Context: an optimization exercise on an open-source flow, tuned for small area. The choices shown serve that exercise and are no tape-out recipe. Where RTL was checked, it was by simulation tests only, not by an equivalence proof against the original. Function not checked in runs 1 to 3: the RTL went through the layout flow alone.

===== design/flow/design.v =====
`default_nettype none
`timescale 1ns/100ps
module acs_unit (
	input  logic [10-1:0] pm_upper,
	input  logic [10-1:0] pm_lower,
	input  logic [6-1:0] bm_upper,
	input  logic [6-1:0] bm_lower,
	output logic [10-1:0] pm_out,
	output logic                     decision
);
	localparam int W = 10;
	localparam int B = 6;
	logic [W-1:0] cand_upper;
	logic [W-1:0] cand_lower;
	logic [W:0]   cy_upper;
	logic [W:0]   cy_lower;
	logic [W:0]   borrow;
	assign cy_upper[0] = 1'b0;
	assign cy_lower[0] = 1'b0;
	genvar i;
	generate
		for (i = 0; i < W; i++) begin : g_add
			if (i < B) begin : g_full
				assign cand_upper[i] = pm_upper[i] ^ bm_upper[i] ^ cy_upper[i];
				assign cy_upper[i+1] = (pm_upper[i] & bm_upper[i]) | (cy_upper[i] & (pm_upper[i] ^ bm_upper[i]));
				assign cand_lower[i] = pm_lower[i] ^ bm_lower[i] ^ cy_lower[i];
				assign cy_lower[i+1] = (pm_lower[i] & bm_lower[i]) | (cy_lower[i] & (pm_lower[i] ^ bm_lower[i]));
			end else begin : g_half
				assign cand_upper[i] = pm_upper[i] ^ cy_upper[i];
				assign cy_upper[i+1] = pm_upper[i] & cy_upper[i];
				assign cand_lower[i] = pm_lower[i] ^ cy_lower[i];
				assign cy_lower[i+1] = pm_lower[i] & cy_lower[i];
			end
		end
	endgenerate
	assign borrow[0] = 1'b0;
	generate
		for (i = 0; i < W; i++) begin : g_cmp
			assign borrow[i+1] = (~cand_lower[i] & cand_upper[i]) |
				(borrow[i] & ~(cand_lower[i] ^ cand_upper[i]));
		end
	endgenerate
	assign decision = cand_lower[W-1] ^ cand_upper[W-1] ^ borrow[W-1];
	assign pm_out = decision ? cand_lower : cand_upper;
endmodule
`default_nettype wire
`default_nettype none
`timescale 1ns/100ps
module acs_bank (
	input  logic                                       phase,
	input  logic [8*6-1:0]                 bm_set,
	input  logic [64*10-1:0]   old_metrics,
	output logic [32*10-1:0]      new_metrics,
	output logic [32-1:0]                    decisions
);
	localparam logic [3*32-1:0] BUTTERFLY_LABEL = {
		3'b000, 3'b110, 3'b111, 3'b001, 3'b101, 3'b011, 3'b010, 3'b100,
		3'b010, 3'b100, 3'b101, 3'b011, 3'b111, 3'b001, 3'b000, 3'b110,
		3'b001, 3'b111, 3'b110, 3'b000, 3'b100, 3'b010, 3'b011, 3'b101,
		3'b011, 3'b101, 3'b100, 3'b010, 3'b110, 3'b000, 3'b001, 3'b111
	};
	logic [8*6-1:0] bm_phase;
	genvar j;
	generate
		for (j = 0; j < 8; j++) begin : g_bm
			assign bm_phase[j*6 +: 6] = phase ?
				bm_set[(7-j)*6 +: 6] :
				bm_set[j*6 +: 6];
		end
		for (j = 0; j < 32; j++) begin : g_bfly
			localparam logic [3-1:0] LBL_DIRECT =
				BUTTERFLY_LABEL[3*(32-1-j) +: 3];
			localparam logic [3-1:0] LBL_CROSS = ~LBL_DIRECT;
			acs_unit u_acs (
				.pm_upper  (old_metrics[j*10 +: 10]),
				.pm_lower  (old_metrics[(j + 32)*10 +: 10]),
				.bm_upper  (bm_phase[LBL_DIRECT*6 +: 6]),
				.bm_lower  (bm_phase[LBL_CROSS*6 +: 6]),
				.pm_out    (new_metrics[j*10 +: 10]),
				.decision  (decisions[j])
			);
		end
	endgenerate
endmodule
`default_nettype wire
`default_nettype none
`timescale 1ns/100ps
module path_metric_store (
	input  logic                                     clk,
	input  logic                                     reset_n,
	input  logic [32*10-1:0]    new_metrics,
	output logic                                     phase,
	output logic [64*10-1:0] old_metrics
);
	logic [32*10-1:0]    pm_stage;
	logic [64*10-1:0] pm_reg;
	always_ff @(posedge clk or negedge reset_n) begin
		if (!reset_n) begin
			phase <= 1'b0;
		end else begin
			phase <= ~phase;
		end
	end
	always_ff @(posedge clk) begin
		pm_stage <= new_metrics;
	end
	always_ff @(posedge clk or negedge reset_n) begin
		if (!reset_n) begin
			pm_reg <= '0;
		end else if (phase) begin
			for (int j = 0; j < 32; j++) begin
				pm_reg[(2*j)*10 +: 10] <= pm_stage[j*10 +: 10];
				pm_reg[(2*j + 1)*10 +: 10] <= new_metrics[j*10 +: 10];
			end
		end
	end
	assign old_metrics = pm_reg;
endmodule
`default_nettype wire
`default_nettype none
`timescale 1ns/100ps
module decision_register (
	input  logic                       clk,
	input  logic                       reset_n,
	input  logic                       phase,
	input  logic [32-1:0]    decisions,
	output logic [64-1:0] sel_out
);
	logic [32-1:0] dec_stage;
	always_ff @(posedge clk) begin
		dec_stage <= decisions;
	end
	always_ff @(posedge clk or negedge reset_n) begin
		if (!reset_n) begin
			sel_out <= '0;
		end else if (phase) begin
			for (int j = 0; j < 32; j++) begin
				sel_out[2*j] <= dec_stage[j];
				sel_out[2*j + 1] <= decisions[j];
			end
		end
	end
endmodule
`default_nettype wire
`default_nettype none
`timescale 1ns/100ps
module viterbi_pmu (
	input  logic                       clk,
	input  logic                       reset_n,
	input  logic [6-1:0]   bm_000,
	input  logic [6-1:0]   bm_001,
	input  logic [6-1:0]   bm_010,
	input  logic [6-1:0]   bm_011,
	input  logic [6-1:0]   bm_100,
	input  logic [6-1:0]   bm_101,
	input  logic [6-1:0]   bm_110,
	input  logic [6-1:0]   bm_111,
	output logic [64-1:0] sel_out,
	output logic                       clk_div2_out
);
	logic [8*6-1:0]                 bm_set;
	logic                                       phase;
	logic [64*10-1:0]   old_metrics;
	logic [32*10-1:0]      new_metrics;
	logic [32-1:0]                    decisions;
	assign bm_set = {bm_111, bm_110, bm_101, bm_100, bm_011, bm_010, bm_001, bm_000};
	assign clk_div2_out = ~phase;
	acs_bank u_acs_bank (
		.phase       (phase),
		.bm_set      (bm_set),
		.old_metrics (old_metrics),
		.new_metrics (new_metrics),
		.decisions   (decisions)
	);
	path_metric_store u_path_metric_store (
		.clk         (clk),
		.reset_n     (reset_n),
		.new_metrics (new_metrics),
		.phase       (phase),
		.old_metrics (old_metrics)
	);
	decision_register u_decision_register (
		.clk       (clk),
		.reset_n   (reset_n),
		.phase     (phase),
		.decisions (decisions),
		.sel_out   (sel_out)
	);
endmodule
`default_nettype wire

===== design/flow/run.sh =====
#!/bin/bash
# synth_recipe.tcl (not shown) runs the flow's synth.tcl, then flattens the netlist and writes it again
# the make line also repeats each setting of config.mk as NAME=value (left out here)
make -C /OpenROAD-flow-scripts/flow DESIGN_CONFIG=/design/flow/config.mk WORK_HOME=/design/flow/orfs CLKGATE_MAP_FILE= SYNTH_SCRIPT=/design/flow/synth_recipe.tcl finish

===== design/flow/constraint.sdc =====
create_clock -name core_clock -period 7.0 [get_ports {clk}]
set_input_delay 1.4000 -clock core_clock [delete_from_list [all_inputs] [get_ports {clk}]]
set_output_delay 1.4000 -clock core_clock [all_outputs]
set_load 0.01 [all_outputs]

===== design/flow/config.mk =====
export PLATFORM = sky130hd
export DESIGN_NAME = viterbi_pmu
export DESIGN_NICKNAME = viterbi_pmu
export VERILOG_FILES = /design/flow/design.v
export SDC_FILE = /design/flow/constraint.sdc
export NUM_CORES = 4
export LEC_CHECK = 0
export CAP_MARGIN = 20
export CORE_MARGIN = 2
export CORE_UTILIZATION = 40
export SLEW_MARGIN = 20

==> results of run 1 <==
[worst max-delay path: stages]
cell and delay (ns):
clkdlybuf4s50_1 0.55, mux2i_4 0.08, buf_4 0.27, fa_1 0.49
fa_1 0.39, fa_1 0.40, fa_1 0.38, inv_1 0.07
fa_1 0.16, ha_1 0.15, ha_1 0.14, ha_1 0.23
ha_1 0.23, nor3_1 0.21, o21ai_0 0.19, o211ai_1 0.82
nand2_1 0.45, o21ai_0 0.25
[worst max path at each step]
stage | startpoint | slack (ns) | to | depth (start not counted)
floorplan | bm_111[1] | 1.33 | u_path_metric_store.pm_reg[631]$_DFFE_PN0P_ | 17
global placement | bm_000[1] | 0.13 | u_path_metric_store.pm_reg[14]$_DFFE_PN0P_ | 19
detailed placement | bm_001[0] | 0.12 | u_path_metric_store.pm_reg[311]$_DFFE_PN0P_ | 20
CTS | bm_001[0] | 0.91 | u_path_metric_store.pm_reg[311]$_DFFE_PN0P_ | 20
global route | bm_110[1] | 0.54 | u_decision_register.sel_out[37]$_DFFE_PN0P_ | 18
finish | bm_001[1] | 0.75 | u_decision_register.sel_out[37]$_DFFE_PN0P_ | 18
[cell families after synthesis]
logic type,synth area share (%)
simple gates,9.588
compound gates,13.32
flops,41.74
buf+inv,5.562
fa+ha+maj,21.66
mux,6.260
xor+xnor,1.864
[per-layer routing]
layer,wire length (um),track usage [%],vias up,part of all wire (%)
met3,9295,3.394,284,5.2
met4,6214,7.605,0,3.5
met1,83210,34.03,21233,46
li1,-,-,19654,-
met5,0,0,-,0
met2,80410,37.39,1146,45
[final cells by class]
cell class	instances	area, um2	share of cell area (%)
flip-flops and latches	1057	24690	36.63
inverters	735	2760	4.095
well taps	1930	2415	3.583
multi-input cells	3687	31350	46.52
diodes	1	2.502	0.003713
clock buffers	171	3437	5.099
clock inverters	51	689.4	1.023
repair buffers	210	2054	3.048
[cells in the final DEF (no fill, tap or decap), drive strengths merged, types with 3 or more instances in the layout]
master	Yosys	final
a2111oi	3	3
a211o	3	3
a211oi	3	3
a21o	35	35
a21oi	33	33
a221o	3	3
a221oi	29	29
a2bb2o	32	32
a31o	128	128
a31oi	160	160
and2	129	129
buf	14	97
bufinv	0	15
clkbuf	122	171
clkdlybuf4s50	0	113
clkinv	0	25
clkinvlp	0	7
dfrtp	705	705
dfxtp	352	352
fa	320	320
ha	512	512
inv	735	739
mux2	271	271
mux2i	65	65
nand2	352	352
nand3	320	320
nand3b	32	32
nor2	320	320
nor3	61	61
o211a	29	29
o211ai	29	29
o21a	61	61
o21ai	538	538
o221a	32	32
o221ai	32	32
or2	29	29
xnor2	96	96
xor2	29	29
[metrics by stage]
step                hold slack [ns]  util (%)  area [um2]
finish                       0.4281     45.76       67400
global placement             0.4189     42.95       63270
global route                 0.4574     45.76       67400
floorplan                    0.4138         -       59140
CTS                          0.4326     45.76       67400
detailed placement           0.4228     42.95       63280
==> impl_metrics.env, run 1 <==
export IMPL_routedWlPerCell_um=22.84
export IMPL_start_util_pct=40.15
export IMPL_rsz0062_at_grt="false"
export IMPL_area_growth_pct=13.97
export IMPL_ff2ff_setup_slack_ns=0.85
export IMPL_worstPathMaxFanout=10
export IMPL_fin_crit_sh_pct=89.29
export IMPL_antenna_found_initial=5
export IMPL_synth_cells=5615
export IMPL_yosys_top_cells_area="dfrtp_1, dfxtp_1, fa_1"
export IMPL_portBuffers=114
export IMPL_ys_async_sr_fraction_pct=66.70
export IMPL_fin_ws_ns=0.7494
export IMPL_report_final_setup_viol=0
export IMPL_vias=42317
export IMPL_synth_edf_count=0
export IMPL_fin_tns_setup_ns=0
export IMPL_slew_headroom_pct=27.73
export IMPL_regToRegEndpoint="u_decision_register.sel_out[15]$_DFFE_PN0P_"
export IMPL_place_hpwl_um=136700
export IMPL_min_path_cells=2
export IMPL_synth_common_cells="inv_1, dfrtp_1, o21ai_0, ha_1"
export IMPL_syn_avg_cell_area_um2=10.53
export IMPL_ys_warn_count=2
export IMPL_grt_usage_pct=23.86
export IMPL_synth_distinct_cells=43
export IMPL_yosys_area_top_type="dfrtp_1"
export IMPL_synth_most_common_cell="inv_1"
export IMPL_slew_violations=0
export IMPL_status="finished clean"
export IMPL_place_ws_ns=0.1214
export IMPL_largest_reg_flops=640
export IMPL_min_period_ns=6.251
export IMPL_postCtsHoldBufs=0
export IMPL_worst_pin_slew_ns=1.084
export IMPL_ctsResizeCount=0
export IMPL_maxCapViolCount=0
export IMPL_synth_ff_type="dfrtp_1"
export IMPL_synth_area_um2=59140
export IMPL_layout_nets=6691
export IMPL_worst_r2r_cell_count=19
export IMPL_route_detailed_drc=0
export IMPL_hold_violations=0
export IMPL_cts_buffers=118
export IMPL_fillCellCount=13793
export IMPL_htree_levels=3
export IMPL_cp_start_kind="input pin"
export IMPL_hold_class="flip-flop to flip-flop"
export IMPL_die_h_um=388.5
export IMPL_rr_startpoint="u_path_metric_store.phase$_DFF_PN0_"
export IMPL_clock_latency_ns=0.75
export IMPL_cts_setup_buffers=0
export IMPL_min_to="u_path_metric_store.pm_reg[2]$_DFFE_PN0P_"
export IMPL_grt_pass1_wl_um=270500
export IMPL_gp_congestion=0.9303
export IMPL_max_freq_ghz=0.1600
export IMPL_stdcell_count=7842
export IMPL_fp_dieW_um=388.5
export IMPL_critPathKind="input pin to flip-flop"
export IMPL_fin_skew_ns=0.03411
export IMPL_drive_above_1_share_pct=13.87
export IMPL_ios=115
export IMPL_antenna_left=0
export IMPL_end_kind="flip-flop"
export IMPL_synth_net_count=6497
export IMPL_crit_arrival_ns=6.89
export IMPL_drt_total_wl_um=179100
export IMPL_first_pass_iters=6
export IMPL_grt_max_degree=188
export IMPL_grt_overflow=0
export IMPL_grt_pass1_vias=42607
export IMPL_cts_clk_slew_worst_paths_ns=0.06
export IMPL_clk_path_buf_depth=3
export IMPL_coreArea_um2=147300
export IMPL_cts_num_sinks=1057
export IMPL_min_delay_start="u_path_metric_store.pm_stage[2]$_DFF_P_"
export IMPL_ys_seq_area_share_pct=41.74
export IMPL_worst_endpoint_required_ns=7.64
export IMPL_via_per_inst=5.396
export IMPL_die_area_um2=150900
export IMPL_synth_seq_cells=1057
export IMPL_first_iter_violations=3276
export IMPL_dp_cells=7619
export IMPL_rows=141
export IMPL_yosysTopAreaCellShare_pct=29.83
export IMPL_cts_tree="built"
export IMPL_cts_root_buffer="clkbuf_16"
==> inputs of run 2 (changes only) <==
--- a/design/flow/design.v
+++ b/design/flow/design.v
@@ -106,11 +106,19 @@
 	end
-	always_ff @(posedge clk or negedge reset_n) begin
-		if (!reset_n) begin
-			pm_reg <= '0;
-		end else if (phase) begin
-			for (int j = 0; j < 32; j++) begin
-				pm_reg[(2*j)*10 +: 10] <= pm_stage[j*10 +: 10];
-				pm_reg[(2*j + 1)*10 +: 10] <= new_metrics[j*10 +: 10];
-			end
+	logic load_new;
+	logic keep_old;
+	logic [64*10-1:0] pm_next;
+	assign load_new = reset_n & phase;
+	assign keep_old = reset_n & ~phase;
+	always_comb begin
+		for (int j = 0; j < 32; j++) begin
+			pm_next[(2*j)*10 +: 10] =
+				({10{load_new}} & pm_stage[j*10 +: 10]) |
+				({10{keep_old}} & pm_reg[(2*j)*10 +: 10]);
+			pm_next[(2*j + 1)*10 +: 10] =
+				({10{load_new}} & new_metrics[j*10 +: 10]) |
+				({10{keep_old}} & pm_reg[(2*j + 1)*10 +: 10]);
 		end
+	end
+	always_ff @(posedge clk) begin
+		pm_reg <= pm_next;
 	end
==> run 2 against run 1 <==
  * Still clean on timing, DRC and antenna
  * Via count decreased by 0.42%
  * Sequential share of layout area decreased by 4.0 points
  * Critical path depth increased by 2
  * Critical endpoint is now u_path_metric_store.pm_reg[14]$_DFF_P_
  * Largest cell class unchanged
==> impl_metrics.env, run 2 <==
export IMPL_status="finished clean"
export IMPL_hold_violations=0
export IMPL_top_layer_used="met4"
export IMPL_synth_area_um2=57880
export IMPL_cts_buffers=119
export IMPL_synth_top_family_by_area="adder cells"
export IMPL_wl_met2_um=83390
export IMPL_min_period_ns=6.148
export IMPL_grt_overflow=0
export IMPL_antenna_found_initial=7
export IMPL_cts_tree="built"
export IMPL_end_kind="flip-flop"
export IMPL_final_common_cell="dfxtp_1"
export IMPL_largest_reg_flops=640
export IMPL_cts_num_sinks=1057
export IMPL_synth_simple_area_share_pct=10.12
export IMPL_cts_root_buffer="clkbuf_16"
export IMPL_synth_xor_area_share_pct=1.528
export IMPL_yosysTopAreaCellShare_pct=34.31
export IMPL_rsz0062_at_grt="false"
export IMPL_worst_pin_slew_ns=1.060
export IMPL_clk_path_buf_depth=3
export IMPL_dp_cells=7542
export IMPL_syn_avg_cell_area_um2=10.28
export IMPL_grt_usage_pct=24.53
export IMPL_ctsResizeCount=0
export IMPL_drive_above_1_share_pct=8.647
export IMPL_place_hpwl_um=135200
export IMPL_synth_cells=5630
export IMPL_die_h_um=384.4
export IMPL_cts_clk_slew_worst_paths_ns=0.06
export IMPL_synth_fa_ha_area_share_pct=22.14
export IMPL_via_per_inst=5.425
export IMPL_worst_endpoint_required_ns=7.63
export IMPL_start_util_pct=40.29
export IMPL_rows=139
export IMPL_grt_max_degree=198
export IMPL_ys_async_sr_fraction_pct=6.149
export IMPL_fp_dieW_um=384.4
export IMPL_synth_distinct_cells=43
export IMPL_first_pass_iters=18
export IMPL_rr_startpoint="u_path_metric_store.phase$_DFF_PN0_"
export IMPL_synth_compound_area_share_pct=15.45
export IMPL_synth_edf_count=0
export IMPL_drt_total_wl_um=181800
export IMPL_synth_area_mux_share_pct=7.574
export IMPL_report_final_setup_viol=0
export IMPL_worstPathMaxFanout=10
export IMPL_htree_levels=3
export IMPL_die_area_um2=147800
export IMPL_layout_nets=6642
export IMPL_routedWlPerCell_um=23.40
export IMPL_grt_pass1_wl_um=271000
export IMPL_fin_tns_setup_ns=0
export IMPL_synth_ff_type="dfxtp_1"
export IMPL_gp_congestion=0.9225
export IMPL_vias=42138
export IMPL_coreArea_um2=143700
export IMPL_grt_pass1_vias=42264
export IMPL_antenna_left=0
export IMPL_regToRegEndpoint="u_path_metric_store.pm_reg[14]$_DFF_P_"
export IMPL_cts_setup_buffers=0
export IMPL_maxCapViolCount=0
export IMPL_fin_skew_ns=0.03898
export IMPL_ys_warn_count=2
export IMPL_critPathKind="input pin to flip-flop"
export IMPL_worst_r2r_cell_count=18
export IMPL_wl_met3_um=9008
export IMPL_fin_crit_sh_pct=87.83
export IMPL_max_freq_ghz=0.1626
export IMPL_synth_common_cells="dfxtp_1, inv_1, o21ai_0, ha_1, mux2i_1"
export IMPL_hold_class="flip-flop to flip-flop"
export IMPL_first_iter_violations=3017
export IMPL_synth_seq_cells=1057
export IMPL_slew_headroom_pct=29.32
export IMPL_clock_latency_ns=0.75
export IMPL_startpoint="bm_000[0]"
export IMPL_wl_met1_um=82960
export IMPL_ios=115
export IMPL_ff2ff_setup_slack_ns=0.96
export IMPL_stdcell_count=7767
export IMPL_synth_net_count=6512
export IMPL_crit_arrival_ns=6.78
export IMPL_portBuffers=114
export IMPL_final_cell_mix="dfxtp_1, inv_1, o21ai_0"
export IMPL_synth_most_common_cell="dfxtp_1"
export IMPL_area_growth_pct=13.90
export IMPL_fillCellCount=13676
export IMPL_yosys_top_cells_area="dfxtp_1, fa_1, ha_1"
export IMPL_crit_path_end="u_path_metric_store.pm_reg[14]$_DFF_P_"
export IMPL_ys_seq_area_share_pct=37.12
export IMPL_postCtsHoldBufs=0
export IMPL_slew_violations=0
export IMPL_cp_start_kind="input pin"
export IMPL_yosys_area_top_type="dfxtp_1"
export IMPL_route_detailed_drc=0
[run 2: worst min-delay path by stage]
stage                     slack (ns)                                 startpoint  cells past startpoint                                     endpoint
after floorplan                 0.44   u_decision_register.dec_stage[0]$_DFF_P_                      1   u_decision_register.sel_out[0]$_DFFE_PN0P_
after global placement          0.44  u_decision_register.dec_stage[27]$_DFF_P_                      1  u_decision_register.sel_out[54]$_DFFE_PN0P_
after detailed placement        0.45  u_decision_register.dec_stage[15]$_DFF_P_                      1  u_decision_register.sel_out[30]$_DFFE_PN0P_
after CTS                       0.46  u_decision_register.dec_stage[22]$_DFF_P_                      1  u_decision_register.sel_out[44]$_DFFE_PN0P_
after global routing            0.47  u_decision_register.dec_stage[15]$_DFF_P_                      1  u_decision_register.sel_out[30]$_DFFE_PN0P_
final                           0.46  u_decision_register.dec_stage[22]$_DFF_P_                      1  u_decision_register.sel_out[44]$_DFFE_PN0P_
[run 2: layout make-up]
class                      count  area (um2)  area share, %
multi-input combinational   3659       33080          50.18
sequential                  1057       21490          32.60
clock buffer                 175        3565          5.407
inverter                     710        2666          4.044
tap                         1903        2381          3.612
timing repair buffer         213        2077          3.150
clock inverter                49       663.1          1.006
antenna                        1       2.502       0.003796
[run 2: cells by family (layout without fill, tap and decap cells)]
family,Yosys count,count (layout)
AOI/OAI and AO/OA,1190,1190
and+or+nand+nor,1104,1104
DFF,1057,1057
buffers and inverters,914,1147
adders and majority gates,832,832
muxes,432,432
xor gates and xnor gates,101,101
other,0,1
[run 2: per-layer routing]
| metal | global-route usage, % | vias to the layer above |
|---|---|---|
| li1 | - | 19847 |
| met1 | 33.67 | 20982 |
| met2 | 39.64 | 1059 |
| met3 | 3.146 | 250 |
| met4 | 8.601 | 0 |
| met5 | 0 | - |
[run 2: metrics by stage]
step                      instance area (um2)  util (%)  worst slack, ns  hold slack [ns]
after detailed placement                61700     42.95           0.1542           0.4457
final                                   65930     45.89           0.8517           0.4580
after CTS                               65920     45.89           0.9423           0.4613
after floorplan                         57880         -            1.369           0.4389
after global placement                  61700     42.95           0.2988           0.4414
after global routing                    65920     45.89           0.6565           0.4662
[run 2: critical path, stage by stage]
cell,delay [ns]
clkdlybuf4s50_1,0.48
mux2_2,0.18
buf_12,0.19
ha_1,0.18
inv_1,0.05
fa_1,0.37
fa_1,0.38
fa_1,0.39
fa_1,0.38
inv_1,0.08
fa_1,0.18
ha_1,0.18
ha_1,0.15
ha_1,0.23
ha_1,0.24
nor3_1,0.21
o21ai_0,0.18
o211ai_1,0.78
nand3_1,0.20
a32o_1,0.29
==> inputs of run 3 (changes only) <==
--- a/design/flow/config.mk
+++ b/design/flow/config.mk
@@ -10,2 +10,4 @@
 export CORE_UTILIZATION = 40
+export CTS_BUF_LIST = sky130_fd_sc_hd__clkbuf_4 sky130_fd_sc_hd__clkbuf_8
+export CTS_CLUSTER_SIZE = 20
 export SLEW_MARGIN = 20
==> run 3 against run 2 <==
  * Highest routed layer unchanged
  * Critical endpoint unchanged
  * Cell count up 1.4%
  * Core utilization down 0.084 points
  * Flip-flop and latch count unchanged
  * First-iteration DRC count up 1.8%
==> impl_metrics.env, run 3 <==
export IMPL_place_ws_ns=0.1542
export IMPL_ctsResizeCount=0
export IMPL_die_area_um2=147800
export IMPL_wl_met2_um=83970
export IMPL_antenna_left=0
export IMPL_stdcell_count=7878
export IMPL_ys_seq_area_share_pct=37.12
export IMPL_cts_setup_buffers=0
export IMPL_ys_warn_count=2
export IMPL_cp_start_kind="flip-flop"
export IMPL_worst_endpoint_required_ns=7.81
export IMPL_via_per_inst=5.371
export IMPL_grt_pass1_vias=42926
export IMPL_cts_num_sinks=1057
export IMPL_final_cell_mix="dfxtp_1, inv_1, o21ai_0"
export IMPL_yosys_area_top_type="dfxtp_1"
export IMPL_synth_ff_type="dfxtp_1"
export IMPL_clk_path_buf_depth=3
export IMPL_path_buf_inv=3
export IMPL_drt_total_wl_um=182400
export IMPL_min_period_ns=5.964
export IMPL_synth_distinct_cells=43
export IMPL_slew_violations=0
export IMPL_layout_nets=6705
export IMPL_fin_tns_setup_ns=0
export IMPL_grt_max_degree=198
export IMPL_yosys_top_cells_area="dfxtp_1, fa_1, ha_1"
export IMPL_crit_arrival_ns=6.77
export IMPL_fin_skew_ns=0.05331
export IMPL_area_growth_pct=13.69
export IMPL_ys_async_sr_fraction_pct=6.149
export IMPL_whs_ns=0.4092
export IMPL_syn_avg_cell_area_um2=10.28
export IMPL_final_common_cell="dfxtp_1"
export IMPL_hold_violations=0
export IMPL_htree_levels=4
export IMPL_first_iter_violations=3070
export IMPL_cts_tree="built"
export IMPL_synth_edf_count=0
export IMPL_portBuffers=114
export IMPL_clock_latency_ns=0.93
export IMPL_report_final_setup_viol=0
export IMPL_grt_overflow=0
export IMPL_dp_cells=7542
export IMPL_cp_top_family="adder cells"
export IMPL_slowest_delay_ns=0.75
export IMPL_start_util_pct=40.29
export IMPL_maxCapViolCount=0
export IMPL_grt_usage_pct=24.70
export IMPL_coreArea_um2=143700
export IMPL_cts_clk_slew_worst_paths_ns=0.06
export IMPL_fin_ws_ns=1.036
export IMPL_antenna_found_initial=7
export IMPL_slew_headroom_pct=28.00
export IMPL_synth_most_common_cell="dfxtp_1"
export IMPL_crit_chain="buf_12, mux2i_4, buf_4, fa_1, fa_1, fa_1, fa_1, inv_1, fa_1, ha_1, ha_1, ha_1, ha_1, nor3_1, o21ai_0, o211ai_1, nand3_1, a32o_1"
export IMPL_largest_reg_flops=640
export IMPL_place_hpwl_um=135200
export IMPL_route_detailed_drc=0
export IMPL_cts_root_buffer="clkbuf_8"
export IMPL_die_h_um=384.4
export IMPL_fin_crit_sh_pct=85.19
export IMPL_routedWlPerCell_um=23.16
export IMPL_grt_pass1_wl_um=272200
export IMPL_cpMostUsedCell="fa_1"
export IMPL_wl_met3_um=9152
export IMPL_max_freq_ghz=0.1677
export IMPL_hold_class="input pin to async pin"
export IMPL_worst_pin_slew_ns=1.080
export IMPL_gp_congestion=0.9225
export IMPL_cts_buffers=182
export IMPL_postCtsHoldBufs=0
export IMPL_synth_cells=5630
export IMPL_worstPathMaxFanout=32
export IMPL_critPathKind="flip-flop to flip-flop"
export IMPL_synth_net_count=6512
export IMPL_yosysTopAreaCellShare_pct=34.31
export IMPL_status="finished clean"
export IMPL_slowest_stage="o211ai_1"
export IMPL_end_kind="flip-flop"
export IMPL_vias=42313
export IMPL_ios=115
export IMPL_synth_area_um2=57880
export IMPL_fp_dieW_um=384.4
export IMPL_synth_seq_cells=1057
export IMPL_synth_common_cells="dfxtp_1, inv_1, o21ai_0, ha_1, mux2i_1"
export IMPL_drive_above_1_share_pct=10.72
export IMPL_rsz0062_at_grt="false"
export IMPL_wl_met1_um=82990
export IMPL_rows=139
export IMPL_top_layer_used="met4"
export IMPL_first_pass_iters=17
[run 3: layout make-up]
cell class | count | area (um2)
clock buffers | 274 | 3433
clock inverters | 59 | 669.4
fillers | 13763 | 77850
inverters | 710 | 2666
repair buffers | 213 | 2077
well taps | 1903 | 2381
multi-input cells | 3659 | 33080
flip-flops and latches | 1057 | 21490
diodes | 3 | 7.507
[run 3: through the flow]
step	utilization, %	cell area [um2]
after floorplan	-	57880
after global placement	42.95	61700
after detailed placement	42.95	61700
after CTS	45.80	65800
after global routing	45.81	65800
final	45.81	65810
[run 3: worst register-to-register path: cells and delay by family, from the launching register on]
family,cells,cell delay [ns]
adders and majority gates,9,2.60
AOI/OAI and AO/OA,3,1.22
buffers and inverters,3,0.62
and+or+nand+nor,2,0.41
DFF,1,0.69
muxes,1,0.34
[run 3: logic make-up after synthesis]
group | share of synthesized area (%)
xor gates and xnor gates | 1.528
muxes | 7.574
DFF | 37.12
buffers and inverters | 6.070
and+or+nand+nor | 10.12
AOI/OAI and AO/OA | 15.45
adders and majority gates | 22.14
[run 3: routing by layer]
metal,global-route usage (%),vias to the layer above
li1,-,19986
met3,3.959,276
met4,8.876,0
met2,39.86,1071
met5,0,-
met1,33.36,20980
[run 3: final timing paths]
path                                                                start                                           to  slack [ns]  cells past startpoint
worst max register to register        u_path_metric_store.phase$_DFF_PN0_       u_path_metric_store.pm_reg[14]$_DFF_P_        1.04                     18
worst min register to register  u_decision_register.dec_stage[22]$_DFF_P_  u_decision_register.sel_out[44]$_DFFE_PN0P_        0.46                      1
worst max-delay path                  u_path_metric_store.phase$_DFF_PN0_       u_path_metric_store.pm_reg[14]$_DFF_P_        1.04                     18
min in group core_clock         u_decision_register.dec_stage[22]$_DFF_P_  u_decision_register.sel_out[44]$_DFFE_PN0P_        0.46                      1
worst min-delay path                                              reset_n  u_decision_register.sel_out[20]$_DFFE_PN0P_        0.41                      1
max in group asynchronous                                         reset_n          u_path_metric_store.phase$_DFF_PN0_        4.55                      3
==> inputs of run 4 (changes only) <==
--- a/design/flow/design.v
+++ b/design/flow/design.v
@@ -39,3 +39,3 @@
 			assign borrow[i+1] = (~cand_lower[i] & cand_upper[i]) |
-				(borrow[i] & ~(cand_lower[i] ^ cand_upper[i]));
+				(~cand_lower[i] & borrow[i]) | (cand_upper[i] & borrow[i]);
 		end
--- a/design/flow/config.mk
+++ b/design/flow/config.mk
@@ -10,4 +10,2 @@
 export CORE_UTILIZATION = 40
-export CTS_BUF_LIST = sky130_fd_sc_hd__clkbuf_4 sky130_fd_sc_hd__clkbuf_8
-export CTS_CLUSTER_SIZE = 20
 export SLEW_MARGIN = 20
==> run 4 against run 3 <==
  * Global-route usage shrank 1.7 points
  * Hold slack better by 0.032 ns
  * First-iteration DRC count is 8.8% lower
  * Sequential share of layout area is 1.9 points higher
  * Via count decreased by 13%
  * Highest routed layer unchanged
  * Flip-flop and latch count is the same
  * Fmax decreased by 11%
  * Synthesized area fell by 5.8%
  * Routed wire length down 11%
  * Core utilization rose by 0.19 points
==> impl_metrics.env, run 4 <==
export IMPL_die_h_um=373.2
export IMPL_routedWlPerCell_um=23.13
export IMPL_worst_endpoint_required_ns=7.62
export IMPL_min_delay_start="u_decision_register.dec_stage[9]$_DFF_P_"
export IMPL_worstPathMaxFanout=22
export IMPL_fin_skew_ns=0.05517
export IMPL_cts_buffers=115
export IMPL_fin_crit_sh_pct=95.54
export IMPL_cts_root_buffer="clkbuf_16"
export IMPL_route_detailed_drc=0
export IMPL_drive_above_1_share_pct=16.58
export IMPL_whs_ns=0.4411
export IMPL_synth_ff_type="dfxtp_1"
export IMPL_ys_warn_count=2
export IMPL_register_area_um2=21490
export IMPL_via_per_inst=5.229
export IMPL_place_hpwl_um=115700
export IMPL_hold_class="flip-flop to flip-flop"
export IMPL_maxCapViolCount=0
export IMPL_cts_tree="built"
export IMPL_clk_path_buf_depth=3
export IMPL_ios=115
export IMPL_first_pass_iters=6
export IMPL_cts_clk_slew_worst_paths_ns=0.06
export IMPL_regToRegEndpoint="u_path_metric_store.pm_reg[77]$_DFF_P_"
export IMPL_die_area_um2=139300
export IMPL_largest_reg_flops=640
export IMPL_grt_pass1_vias=36836
export IMPL_crit_arrival_ns=7.31
export IMPL_synth_area_mux_share_pct=13.63
export IMPL_status="finished clean"
export IMPL_synth_distinct_cells=59
export IMPL_max_freq_ghz=0.1495
export IMPL_cts_num_sinks=1057
export IMPL_synth_edf_count=0
export IMPL_synth_xor_area_share_pct=2.348
export IMPL_grt_overflow=0
export IMPL_synth_seq_cells=1057
export IMPL_rsz0062_at_grt="false"
export IMPL_yosys_area_top_type="dfxtp_1"
export IMPL_cp_start_kind="flip-flop"
export IMPL_grt_pass1_wl_um=241000
export IMPL_synth_top_family_by_area="adder cells"
export IMPL_drt_total_wl_um=162900
export IMPL_postCtsHoldBufs=0
export IMPL_rows=135
export IMPL_critPathKind="flip-flop to flip-flop"
export IMPL_synth_compound_area_share_pct=11.04
export IMPL_ff2ff_setup_slack_ns=0.31
export IMPL_first_iter_violations=2801
export IMPL_fin_ws_ns=0.3122
export IMPL_synth_most_common_cell="dfxtp_1"
export IMPL_yosys_top_cells_area="dfxtp_1, fa_1, mux2i_1"
export IMPL_syn_avg_cell_area_um2=10.81
export IMPL_gp_congestion=0.9218
export IMPL_area_growth_pct=14.17
export IMPL_synth_fa_ha_area_share_pct=18.51
export IMPL_synth_common_cells="dfxtp_1, inv_1, mux2i_1, nor2b_1, fa_1"
export IMPL_rr_startpoint="u_path_metric_store.phase$_DFF_PN0_"
export IMPL_fillCellCount=12535
export IMPL_ys_seq_area_share_pct=39.41
export IMPL_yosysTopAreaCellShare_pct=36.43
export IMPL_grt_usage_pct=23.02
export IMPL_end_kind="flip-flop"
export IMPL_coreArea_um2=135300
export IMPL_min_to="u_decision_register.sel_out[18]$_DFFE_PN0P_"
export IMPL_synth_cells=5043
export IMPL_grt_max_degree=215
export IMPL_htree_levels=3
export IMPL_final_common_cell="dfxtp_1"
export IMPL_portBuffers=114
export IMPL_clock_latency_ns=0.75
export IMPL_min_path_cells=1
export IMPL_hold_violations=0
export IMPL_synth_simple_area_share_pct=9.478
export IMPL_fp_dieW_um=373.2
export IMPL_multiInputGateArea_um2=30050
export IMPL_min_period_ns=6.688
export IMPL_startpoint="u_path_metric_store.phase$_DFF_PN0_"
export IMPL_layout_nets=5787
export IMPL_fin_tns_setup_ns=0
export IMPL_ys_async_sr_fraction_pct=6.149
export IMPL_fin_util_pct=46.00
export IMPL_report_final_setup_viol=0
export IMPL_final_cell_mix="dfxtp_1, inv_1, mux2i_1"
export IMPL_start_util_pct=40.30
export IMPL_synth_net_count=5669
export IMPL_antenna_found_initial=5
export IMPL_slew_headroom_pct=24.39
export IMPL_worst_pin_slew_ns=1.129
export IMPL_place_ws_ns=-0.1939
export IMPL_slew_violations=0
export IMPL_synth_area_um2=54520
export IMPL_antenna_left=0
export IMPL_worst_r2r_cell_count=20
export IMPL_vias=36827
-- run 4: repair_timing --
item | 4_1_cts | 5_1_grt
setup endpoints to repair | 0 | 15
resized for setup | 0 | 0
setup buffers | 0 | 1
-- run 4: layer usage --
layer / global-route usage [%] / wire length [um] / up-vias / part of all wire (%)
met1: 31.79 / 74070 / 18192 / 45
met5: 0 / 0 / - / 0
met2: 35.99 / 72840 / 956 / 45
met4: 9.350 / 7350 / 0 / 4.5
met3: 3.590 / 8636 / 270 / 5.3
li1: - / - / 17409 / -
-- run 4: cell type report --
| class | instances | share of cell area, % |
|---|---|---|
| Antenna cell | 3 | 0.01206 |
| Timing Repair Buffer | 245 | 3.723 |
| Inverter | 552 | 3.341 |
| Multi-Input combinational cell | 3190 | 48.29 |
| Sequential cell | 1057 | 34.53 |
| Tap cell | 1781 | 3.580 |
| Clock buffer | 153 | 5.275 |
| Clock inverter | 62 | 1.258 |
-- run 4: metrics by stage --
step | cells | cell area (um2)
after global placement | 6824 | 58150
after floorplan | 5043 | 54520
after detailed placement | 6824 | 58150
final | 7043 | 62240
after global routing | 7040 | 62230
after CTS | 7039 | 62210
-- run 4: worst max-delay path by stage --
stage	to	slack (ns)	cells past startpoint
2_1_floorplan	u_path_metric_store.pm_reg[490]$_DFF_P_	0.90	20
4_1_cts	u_path_metric_store.pm_reg[77]$_DFF_P_	0.25	20
6_report	u_path_metric_store.pm_reg[77]$_DFF_P_	0.31	20
5_1_grt	u_path_metric_store.pm_reg[77]$_DFF_P_	0.04	20
3_3_place_gp	u_path_metric_store.pm_reg[258]$_DFF_P_	-0.19	21
3_5_place_dp	u_path_metric_store.pm_reg[250]$_DFF_P_	-0.19	21
-- run 4: critical path: stages, from the launching register on --
cell	delay (ns)
dfrtp_4	0.74
buf_4	0.33
mux2_2	0.49
buf_4	0.22
fa_1	0.41
fa_1	0.37
inv_1	0.08
fa_1	0.20
fa_1	0.19
inv_1	0.06
fa_1	0.40
ha_1	0.20
ha_1	0.17
ha_1	0.31
nor2b_1	0.14
a2111oi_0	0.74
nor2_1	0.08
mux2i_1	0.15
nand3_1	0.52
mux2_2	0.54
o21ba_2	0.21
-- run 4: cell families after synthesis --
| kind of cell | after synthesis |
|---|---|
| flops | 1057 |
| simple gates | 916 |
| compound gates | 817 |
| buf+inv | 796 |
| mux | 710 |
| fa+ha+maj | 624 |
| xor+xnor | 123 |

## re-timing with driven ports
In the flow no input, the clock included, has a driving cell. The finished layouts below were timed again as built, in two steps.
Step 1 sets driving cells, clkbuf_16 on the clock port and buf_2 on the other inputs (assumed; they add their load-dependent delay and slew).
Step 2 adds t to the input delays and takes it off the output delays; t is the mean of the earliest and latest rising clock arrival at the registers after step 1. Input paths then give back, and output paths get back, about the clock's delay inside the block.
Three values: ideal, step 1, step 2; two values: the first two.
run | t (ns) | setup slack, ns | hold WS [ns] | worst setup path at the end | worst slew at a driven data input, ns
run 1 | 0.815 | 0.749 / 0.777 / -0.037 | 0.428 / 0.428 / 0.428 | input to register | 0.06
run 2 | 0.809 | 0.852 / 0.908 / 0.098 | 0.458 / 0.458 / 0.458 | input to register | 0.05
run 3 | 0.975 | 1.036 / 1.036 / 0.138 | 0.409 / 0.395 / 0.457 | input to register | 0.05
run 4 | 0.800 | 0.312 / 0.312 / -0.360 | 0.441 / 0.441 / 0.441 | input to register | 0.06
With both steps, setup timing fails in run 1 and run 4, where it was met with ideal ports. For run 3, which loses most, drivers alone change the setup slack by 0.000 ns; drivers and shift together by -0.898 ns.
